From an optimization exercise on the open Yosys and OpenROAD flow, aimed at small area; shortcuts taken in it are not production practice.
The RTL was checked by simulation tests, not by an equivalence proof against the original design. The clock port is modelled as an ideal driver; clocking choices that lean on that would not hold on a real chip.

==> inputs of amber <==
==> flow/design.v <==
package output_collector_pkg;
    localparam int LANES       = 3;
    localparam int ACC_WIDTH   = 32;
    localparam int COORD_WIDTH = 32;
    typedef struct packed {
        logic [COORD_WIDTH-1:0]                x;
        logic [COORD_WIDTH-1:0]                y;
        logic [COORD_WIDTH-1:0]                ch;
        logic [LANES-1:0]                      lane_mask;
        logic [LANES-1:0][ACC_WIDTH-1:0]       data;
    } beat_t;
    typedef enum logic [1:0] {
        ST_IDLE = 2'd0,
        ST_EMIT = 2'd1,
        ST_DONE = 2'd2
    } state_t;
endpackage
module output_collector #(
    parameter int FEATURE_MAP_WIDTH  = 4,
    parameter int FEATURE_MAP_HEIGHT = 4,
    parameter int OUTPUT_NB_CHANNELS = 6,
    parameter int OUT_WIDTH          = 16,
    parameter int FIFO_DEPTH         = 8
) (
    input  logic                       clk,
    input  logic                       arst_n_in,
    input  logic                       output_valid,
    input  logic [31:0]                output_x,
    input  logic [31:0]                output_y,
    input  logic [31:0]                output_ch,
    input  logic [95:0]                ods_data,
    output logic                       almost_full,
    output logic                       overflow,
    output logic                       host_valid,
    input  logic                       host_ready,
    output logic [OUT_WIDTH-1:0]       host_data,
    output logic [31:0]                host_x,
    output logic [31:0]                host_y,
    output logic [31:0]                host_ch,
    output logic                       frame_done
);
    localparam int FRAME_WORDS = FEATURE_MAP_WIDTH * FEATURE_MAP_HEIGHT * OUTPUT_NB_CHANNELS;
    function automatic logic [15:0] sat16(input logic [31:0] v);
        if (v[31] == 1'b0 && v[30:15] != 16'h0000) begin
            sat16 = 16'h7FFF;
        end else if (v[31] == 1'b1 && v[30:15] != 16'hFFFF) begin
            sat16 = 16'h8000;
        end else begin
            sat16 = v[15:0];
        end
    endfunction
    logic [31:0] mem_x  [8];
    logic [31:0] mem_y  [8];
    logic [2:0]  mem_ch [8];
    logic [15:0] mem_d0 [8];
    logic [15:0] mem_d1 [8];
    logic [15:0] mem_d2 [8];
    logic [2:0] rd_ptr_q;
    logic [3:0] count_q;
    logic       hv_q;         
    logic       fd_q;         
    logic [1:0] lane_q;       
    logic [6:0] wcnt_q;
    logic       ovf_q;
    logic       push_req, full, empty, do_push, pop, take, last_lane, frame_end;
    logic [2:0] wr_ptr;
    logic [3:0] count_d;
    logic [7:0] rd_sel;
    logic [31:0] head_x, head_y;
    logic [2:0]  head_ch;
    logic [15:0] head_d0, head_d1, head_d2;
    assign push_req  = output_valid && (output_ch < 32'd6);
    assign full      = count_q[3];
    assign empty     = (count_q == 4'd0);
    assign wr_ptr    = rd_ptr_q + count_q[2:0];
    assign last_lane = (lane_q == 2'd2) || ({1'b0, head_ch} + {2'b0, lane_q} == 4'd5);
    assign frame_end = (wcnt_q == 7'(FRAME_WORDS - 1));
    assign take      = hv_q && host_ready;
    assign pop       = take && last_lane;
    assign do_push   = push_req && (!full || pop);
    assign count_d   = count_q + 4'(do_push) - 4'(pop);
    always_ff @(posedge clk) begin
        if (do_push) begin
            mem_x[wr_ptr]  <= output_x;
            mem_y[wr_ptr]  <= output_y;
            mem_ch[wr_ptr] <= output_ch[2:0];
            mem_d0[wr_ptr] <= sat16(ods_data[31:0]);
            mem_d1[wr_ptr] <= sat16(ods_data[63:32]);
            mem_d2[wr_ptr] <= sat16(ods_data[95:64]);
        end
    end
    always_ff @(posedge clk) begin
        if (!arst_n_in) begin
            rd_ptr_q <= '0;
        end else if (pop) begin
            rd_ptr_q <= rd_ptr_q + 3'd1;
        end
    end
    always_ff @(posedge clk) begin
        if (!arst_n_in) begin
            count_q <= '0;
            hv_q    <= 1'b0;
            fd_q    <= 1'b0;
            lane_q  <= '0;
            wcnt_q  <= '0;
            ovf_q   <= 1'b0;
        end else begin
            count_q <= count_d;
            if (push_req && full && !pop) ovf_q <= 1'b1;
            fd_q <= take && frame_end;
            if (take) begin
                lane_q <= last_lane ? 2'd0 : lane_q + 2'd1;
                wcnt_q <= frame_end ? 7'd0 : wcnt_q + 7'd1;
                hv_q   <= !frame_end && (!last_lane || count_d != 4'd0);
            end else if (!hv_q) begin
                hv_q <= !empty;
            end
        end
    end
    always_comb begin
        head_x = '0; head_y = '0; head_ch = '0;
        head_d0 = '0; head_d1 = '0; head_d2 = '0;
        for (int i = 0; i < 8; i++) begin
            rd_sel[i] = (rd_ptr_q == 3'(i));
            head_x  = head_x  | ({32{rd_sel[i]}} & mem_x[i]);
            head_y  = head_y  | ({32{rd_sel[i]}} & mem_y[i]);
            head_ch = head_ch | ({3{rd_sel[i]}}  & mem_ch[i]);
            head_d0 = head_d0 | ({16{rd_sel[i]}} & mem_d0[i]);
            head_d1 = head_d1 | ({16{rd_sel[i]}} & mem_d1[i]);
            head_d2 = head_d2 | ({16{rd_sel[i]}} & mem_d2[i]);
        end
    end
    always_comb begin
        case (lane_q)
            2'd0:    host_data = head_d0;
            2'd1:    host_data = head_d1;
            default: host_data = head_d2;
        endcase
    end
    assign host_x      = head_x;
    assign host_y      = head_y;
    assign host_ch     = {29'd0, head_ch + {1'b0, lane_q}};
    assign host_valid  = hv_q;
    assign frame_done  = fd_q;
    assign overflow    = ovf_q;
    assign almost_full = (count_q >= 4'd6);
endmodule
==> flow/flow/run.sh <==
#!/bin/bash
set -euo pipefail
cd "$(dirname "$0")/.."
export FLOW_FLOW_DIR="$PWD/flow"
CTS="-sink_clustering_enable -repair_clock_nets -dont_use_dummy_load -sink_clustering_size 28 -sink_clustering_max_diameter 100 -buf_list sky130_fd_sc_hd__buf_12 -tree_buf sky130_fd_sc_hd__clkbuf_2 -root_buf sky130_fd_sc_hd__clkbuf_4"
bash standard.sh "SYNTH_SCRIPT=$FLOW_FLOW_DIR/synth.tcl" \
  "BUFFER_PORTS_ARGS=-buffer_cell sky130_fd_sc_hd__buf_1" "CTS_ARGS=$CTS" finish > standard.log 2>&1
==> flow/flow/abc_area.script <==
strash
dc2
dch
amap -A 8 -F 4
==> flow/flow/synth.tcl <==
# The standard synthesis script (synth_recipe.tcl), with one change: ABC
# maps the combinational logic with the area-oriented script abc_area.script
# in this folder instead of ORFS's speed script. Flip-flops are mapped before
# ABC runs, so the registers, their names and cell types are the standard ones.
proc synth {args} { yosys synth -nofsm -noshare {*}$args }
proc abc {args} {
  set i [lsearch -exact $args -script]
  if {$i >= 0} { lset args [expr {$i + 1}] $::env(FLOW_FLOW_DIR)/abc_area.script }
  yosys abc {*}$args
}
source $::env(SCRIPTS_DIR)/synth.tcl
# left out here: clear keep_hierarchy, flatten, clean up, hide names made inside functions, write 1_2_yosys.v
==> flow/standard.sh <==
#!/bin/bash
# synth_recipe.tcl (not shown) runs the flow's synth.tcl, then flattens the netlist and writes it again
# the make line also repeats each setting of config.mk as NAME=value (left out here)
make -C /OpenROAD-flow-scripts/flow DESIGN_CONFIG=/design/flow/config.mk WORK_HOME=/design/flow/orfs CLKGATE_MAP_FILE= SYNTH_SCRIPT=/design/flow/synth_recipe.tcl "${@:-finish}"
==> flow/config.mk <==
export PLATFORM = sky130hd
export DESIGN_NAME = output_collector
export DESIGN_NICKNAME = output_collector
export VERILOG_FILES = /design/flow/design.v
export SDC_FILE = /design/flow/constraint.sdc
export NUM_CORES = 4
export LEC_CHECK = 0
export CAP_MARGIN = 20
export CORE_MARGIN = 2
export CORE_UTILIZATION = 60
export SLEW_MARGIN = 20
==> flow/constraint.sdc <==
create_clock -name core_clock -period 7.0 [get_ports {clk}]
set_input_delay 1.4000 -clock core_clock [delete_from_list [all_inputs] [get_ports {clk}]]
set_output_delay 1.4000 -clock core_clock [all_outputs]
set_load 0.01 [all_outputs]
==> sierra (differences from amber) <==
--- a/flow/design.v
+++ b/flow/design.v
@@ -55,7 +55,8 @@
     logic [15:0] mem_d0 [8];
     logic [15:0] mem_d1 [8];
     logic [15:0] mem_d2 [8];
-    logic [2:0] rd_ptr_q;
+    logic [7:0] rd_oh_q;      
+    logic [2:0] wr_ptr_q;
     logic [3:0] count_q;
     logic       hv_q;         
     logic       fd_q;         
@@ -63,7 +64,6 @@
     logic [6:0] wcnt_q;
     logic       ovf_q;
     logic       push_req, full, empty, do_push, pop, take, last_lane, frame_end;
-    logic [2:0] wr_ptr;
     logic [3:0] count_d;
     logic [7:0] rd_sel;
     logic [31:0] head_x, head_y;
@@ -72,7 +72,6 @@
     assign push_req  = output_valid && (output_ch < 32'd6);
     assign full      = count_q[3];
     assign empty     = (count_q == 4'd0);
-    assign wr_ptr    = rd_ptr_q + count_q[2:0];
     assign last_lane = (lane_q == 2'd2) || ({1'b0, head_ch} + {2'b0, lane_q} == 4'd5);
     assign frame_end = (wcnt_q == 7'(FRAME_WORDS - 1));
     assign take      = hv_q && host_ready;
@@ -81,19 +80,21 @@
     assign count_d   = count_q + 4'(do_push) - 4'(pop);
     always_ff @(posedge clk) begin
         if (do_push) begin
-            mem_x[wr_ptr]  <= output_x;
-            mem_y[wr_ptr]  <= output_y;
-            mem_ch[wr_ptr] <= output_ch[2:0];
-            mem_d0[wr_ptr] <= sat16(ods_data[31:0]);
-            mem_d1[wr_ptr] <= sat16(ods_data[63:32]);
-            mem_d2[wr_ptr] <= sat16(ods_data[95:64]);
+            mem_x[wr_ptr_q]  <= output_x;
+            mem_y[wr_ptr_q]  <= output_y;
+            mem_ch[wr_ptr_q] <= output_ch[2:0];
+            mem_d0[wr_ptr_q] <= sat16(ods_data[31:0]);
+            mem_d1[wr_ptr_q] <= sat16(ods_data[63:32]);
+            mem_d2[wr_ptr_q] <= sat16(ods_data[95:64]);
         end
     end
     always_ff @(posedge clk) begin
         if (!arst_n_in) begin
-            rd_ptr_q <= '0;
-        end else if (pop) begin
-            rd_ptr_q <= rd_ptr_q + 3'd1;
+            rd_oh_q  <= 8'd1;
+            wr_ptr_q <= '0;
+        end else begin
+            if (pop)     rd_oh_q  <= {rd_oh_q[6:0], rd_oh_q[7]};
+            if (do_push) wr_ptr_q <= wr_ptr_q + 3'd1;
         end
     end
     always_ff @(posedge clk) begin
@@ -121,7 +122,7 @@
         head_x = '0; head_y = '0; head_ch = '0;
         head_d0 = '0; head_d1 = '0; head_d2 = '0;
         for (int i = 0; i < 8; i++) begin
-            rd_sel[i] = (rd_ptr_q == 3'(i));
+            rd_sel[i] = rd_oh_q[i];
             head_x  = head_x  | ({32{rd_sel[i]}} & mem_x[i]);
             head_y  = head_y  | ({32{rd_sel[i]}} & mem_y[i]);
             head_ch = head_ch | ({3{rd_sel[i]}}  & mem_ch[i]);
--- a/flow/config.mk
+++ b/flow/config.mk
@@ -7,5 +7,5 @@
 export LEC_CHECK = 0
 export CAP_MARGIN = 20
 export CORE_MARGIN = 2
-export CORE_UTILIZATION = 60
+export CORE_UTILIZATION = 55
 export SLEW_MARGIN = 20
==> tundra (differences from amber) <==
--- a/flow/design.v
+++ b/flow/design.v
@@ -55,79 +55,92 @@
     logic [15:0] mem_d0 [8];
     logic [15:0] mem_d1 [8];
     logic [15:0] mem_d2 [8];
-    logic [2:0] rd_ptr_q;
+    logic [2:0] wr_ptr_q;
+    logic [7:0] rd_oh_q;      
     logic [3:0] count_q;
     logic       hv_q;         
     logic       fd_q;         
-    logic [1:0] lane_q;       
+    logic       mid_q;        
+    logic [1:0] lane_q;
     logic [6:0] wcnt_q;
     logic       ovf_q;
-    logic       push_req, full, empty, do_push, pop, take, last_lane, frame_end;
-    logic [2:0] wr_ptr;
-    logic [3:0] count_d;
-    logic [7:0] rd_sel;
+    logic       push_req, full, empty, do_push, pop;
+    logic       last_lane, frame_end, take;
+    logic [2:0] head_ch;
+    assign push_req = output_valid && (output_ch < 32'd6);
+    assign full     = count_q[3];
+    assign empty    = (count_q == 4'd0);
+    logic [7:0]  rd_sel;
     logic [31:0] head_x, head_y;
-    logic [2:0]  head_ch;
     logic [15:0] head_d0, head_d1, head_d2;
-    assign push_req  = output_valid && (output_ch < 32'd6);
-    assign full      = count_q[3];
-    assign empty     = (count_q == 4'd0);
-    assign wr_ptr    = rd_ptr_q + count_q[2:0];
-    assign last_lane = (lane_q == 2'd2) || ({1'b0, head_ch} + {2'b0, lane_q} == 4'd5);
-    assign frame_end = (wcnt_q == 7'(FRAME_WORDS - 1));
-    assign take      = hv_q && host_ready;
-    assign pop       = take && last_lane;
-    assign do_push   = push_req && (!full || pop);
-    assign count_d   = count_q + 4'(do_push) - 4'(pop);
-    always_ff @(posedge clk) begin
-        if (do_push) begin
-            mem_x[wr_ptr]  <= output_x;
-            mem_y[wr_ptr]  <= output_y;
-            mem_ch[wr_ptr] <= output_ch[2:0];
-            mem_d0[wr_ptr] <= sat16(ods_data[31:0]);
-            mem_d1[wr_ptr] <= sat16(ods_data[63:32]);
-            mem_d2[wr_ptr] <= sat16(ods_data[95:64]);
-        end
-    end
-    always_ff @(posedge clk) begin
-        if (!arst_n_in) begin
-            rd_ptr_q <= '0;
-        end else if (pop) begin
-            rd_ptr_q <= rd_ptr_q + 3'd1;
-        end
-    end
-    always_ff @(posedge clk) begin
-        if (!arst_n_in) begin
-            count_q <= '0;
-            hv_q    <= 1'b0;
-            fd_q    <= 1'b0;
-            lane_q  <= '0;
-            wcnt_q  <= '0;
-            ovf_q   <= 1'b0;
-        end else begin
-            count_q <= count_d;
-            if (push_req && full && !pop) ovf_q <= 1'b1;
-            fd_q <= take && frame_end;
-            if (take) begin
-                lane_q <= last_lane ? 2'd0 : lane_q + 2'd1;
-                wcnt_q <= frame_end ? 7'd0 : wcnt_q + 7'd1;
-                hv_q   <= !frame_end && (!last_lane || count_d != 4'd0);
-            end else if (!hv_q) begin
-                hv_q <= !empty;
-            end
-        end
-    end
     always_comb begin
         head_x = '0; head_y = '0; head_ch = '0;
         head_d0 = '0; head_d1 = '0; head_d2 = '0;
         for (int i = 0; i < 8; i++) begin
-            rd_sel[i] = (rd_ptr_q == 3'(i));
+            rd_sel[i] = rd_oh_q[i];
             head_x  = head_x  | ({32{rd_sel[i]}} & mem_x[i]);
             head_y  = head_y  | ({32{rd_sel[i]}} & mem_y[i]);
             head_ch = head_ch | ({3{rd_sel[i]}}  & mem_ch[i]);
             head_d0 = head_d0 | ({16{rd_sel[i]}} & mem_d0[i]);
             head_d1 = head_d1 | ({16{rd_sel[i]}} & mem_d1[i]);
             head_d2 = head_d2 | ({16{rd_sel[i]}} & mem_d2[i]);
+        end
+    end
+    assign last_lane = (lane_q == 2'd2) || ({1'b0, head_ch} + {2'b0, lane_q} == 4'd5);
+    assign frame_end = (wcnt_q == 7'(FRAME_WORDS - 1));
+    assign take      = hv_q && host_ready;
+    assign pop       = take && last_lane;
+    assign do_push   = push_req && (!full || pop);
+    always_ff @(posedge clk) begin
+        if (do_push) begin
+            mem_x[wr_ptr_q]  <= output_x;
+            mem_y[wr_ptr_q]  <= output_y;
+            mem_ch[wr_ptr_q] <= output_ch[2:0];
+            mem_d0[wr_ptr_q] <= sat16(ods_data[31:0]);
+            mem_d1[wr_ptr_q] <= sat16(ods_data[63:32]);
+            mem_d2[wr_ptr_q] <= sat16(ods_data[95:64]);
+        end
+    end
+    always_ff @(posedge clk) begin
+        if (!arst_n_in) begin
+            wr_ptr_q <= '0;
+            rd_oh_q  <= 8'd1;
+            count_q  <= '0;
+            hv_q     <= 1'b0;
+            fd_q     <= 1'b0;
+            mid_q    <= 1'b0;
+            lane_q   <= '0;
+            wcnt_q   <= '0;
+            ovf_q    <= 1'b0;
+        end else begin
+            if (do_push) wr_ptr_q <= wr_ptr_q + 3'd1;
+            if (pop)     rd_oh_q  <= {rd_oh_q[6:0], rd_oh_q[7]};
+            count_q <= count_q + 4'(do_push) - 4'(pop);
+            if (push_req && full && !pop) ovf_q <= 1'b1;
+            fd_q  <= 1'b0;
+            mid_q <= 1'b0;
+            if (take) begin
+                if (frame_end) begin
+                    wcnt_q <= '0;
+                    hv_q   <= 1'b0;
+                    fd_q   <= 1'b1;
+                    mid_q  <= !last_lane;
+                    lane_q <= lane_q + 2'd1;
+                end else begin
+                    wcnt_q <= wcnt_q + 7'd1;
+                    if (last_lane) begin
+                        lane_q <= '0;
+                        hv_q   <= (count_q != 4'd1) || push_req;
+                    end else begin
+                        lane_q <= lane_q + 2'd1;
+                    end
+                end
+            end else if (fd_q && mid_q) begin
+                hv_q <= 1'b1;
+            end else if (!hv_q && !empty) begin
+                hv_q   <= 1'b1;
+                lane_q <= '0;
+            end
         end
     end
     always_comb begin
==> flow/flow/run.sh (replaced) <==
#!/bin/bash
set -euo pipefail
cd "$(dirname "$0")/.."
CTS="-sink_clustering_enable -repair_clock_nets -dont_use_dummy_load -sink_clustering_size 30 -sink_clustering_max_diameter 100 -buf_list sky130_fd_sc_hd__clkbuf_16 -tree_buf sky130_fd_sc_hd__clkbuf_2 -root_buf sky130_fd_sc_hd__clkbuf_4"
bash standard.sh "BUFFER_PORTS_ARGS=-buffer_cell sky130_fd_sc_hd__buf_1" "CTS_ARGS=$CTS" finish > standard.log 2>&1
removed: flow/flow/abc_area.script
removed: flow/flow/synth.tcl
==> comparison <==
- Core utilization, highest first: amber, tundra, sierra.
- Via count, lowest first: amber, sierra, tundra.
- sierra passed the timing, design-rule and antenna checks. amber completed without violations. tundra went through all stages and came out clean.
- Clock-buffer cell count: tundra is lower than sierra (2).
- Between amber and tundra, the lower global-route usage is in tundra (gap 0.23 points).
- Against sierra, the clock skew of tundra is lower by 0.0076 ns.
- Die area, highest first: sierra, tundra, amber.
- Sequential cell count: amber < sierra < tundra.
- Sequential share of layout area: tundra < amber < sierra.

[static timing again, ports no longer ideal]
The results above use ideal ports. As a check the final layouts listed here were re-extracted and re-timed, cells and wires unchanged.
Step 1: set_driving_cell puts a clkbuf_16 on clk and a buf_2 on each other input, an assumption about the parent block.
Step 2 moves the port delays by t, midway between the first and last clock arrival at a register: inputs arrive t later, outputs are due t later. That takes back most of the time a late clock gives input paths.
a / b / c = ideal ports / drivers / drivers and shift; a / b = the first two.
run	t (ns)	slack for setup (ns)	hold WS [ns]	slew at the worst register clock pin (ns)
amber	0.948	1.052 / 0.993 / 1.387	0.496 / 0.496 / 0.496	0.11 / 0.11
sierra	0.913	1.591 / 1.532 / 2.134	0.502 / 0.502 / 0.502	0.12 / 0.12
tundra	0.941	1.714 / 1.655 / 2.023	0.500 / 0.500 / 0.500	0.11 / 0.11
After both steps every run listed still meets setup and hold.
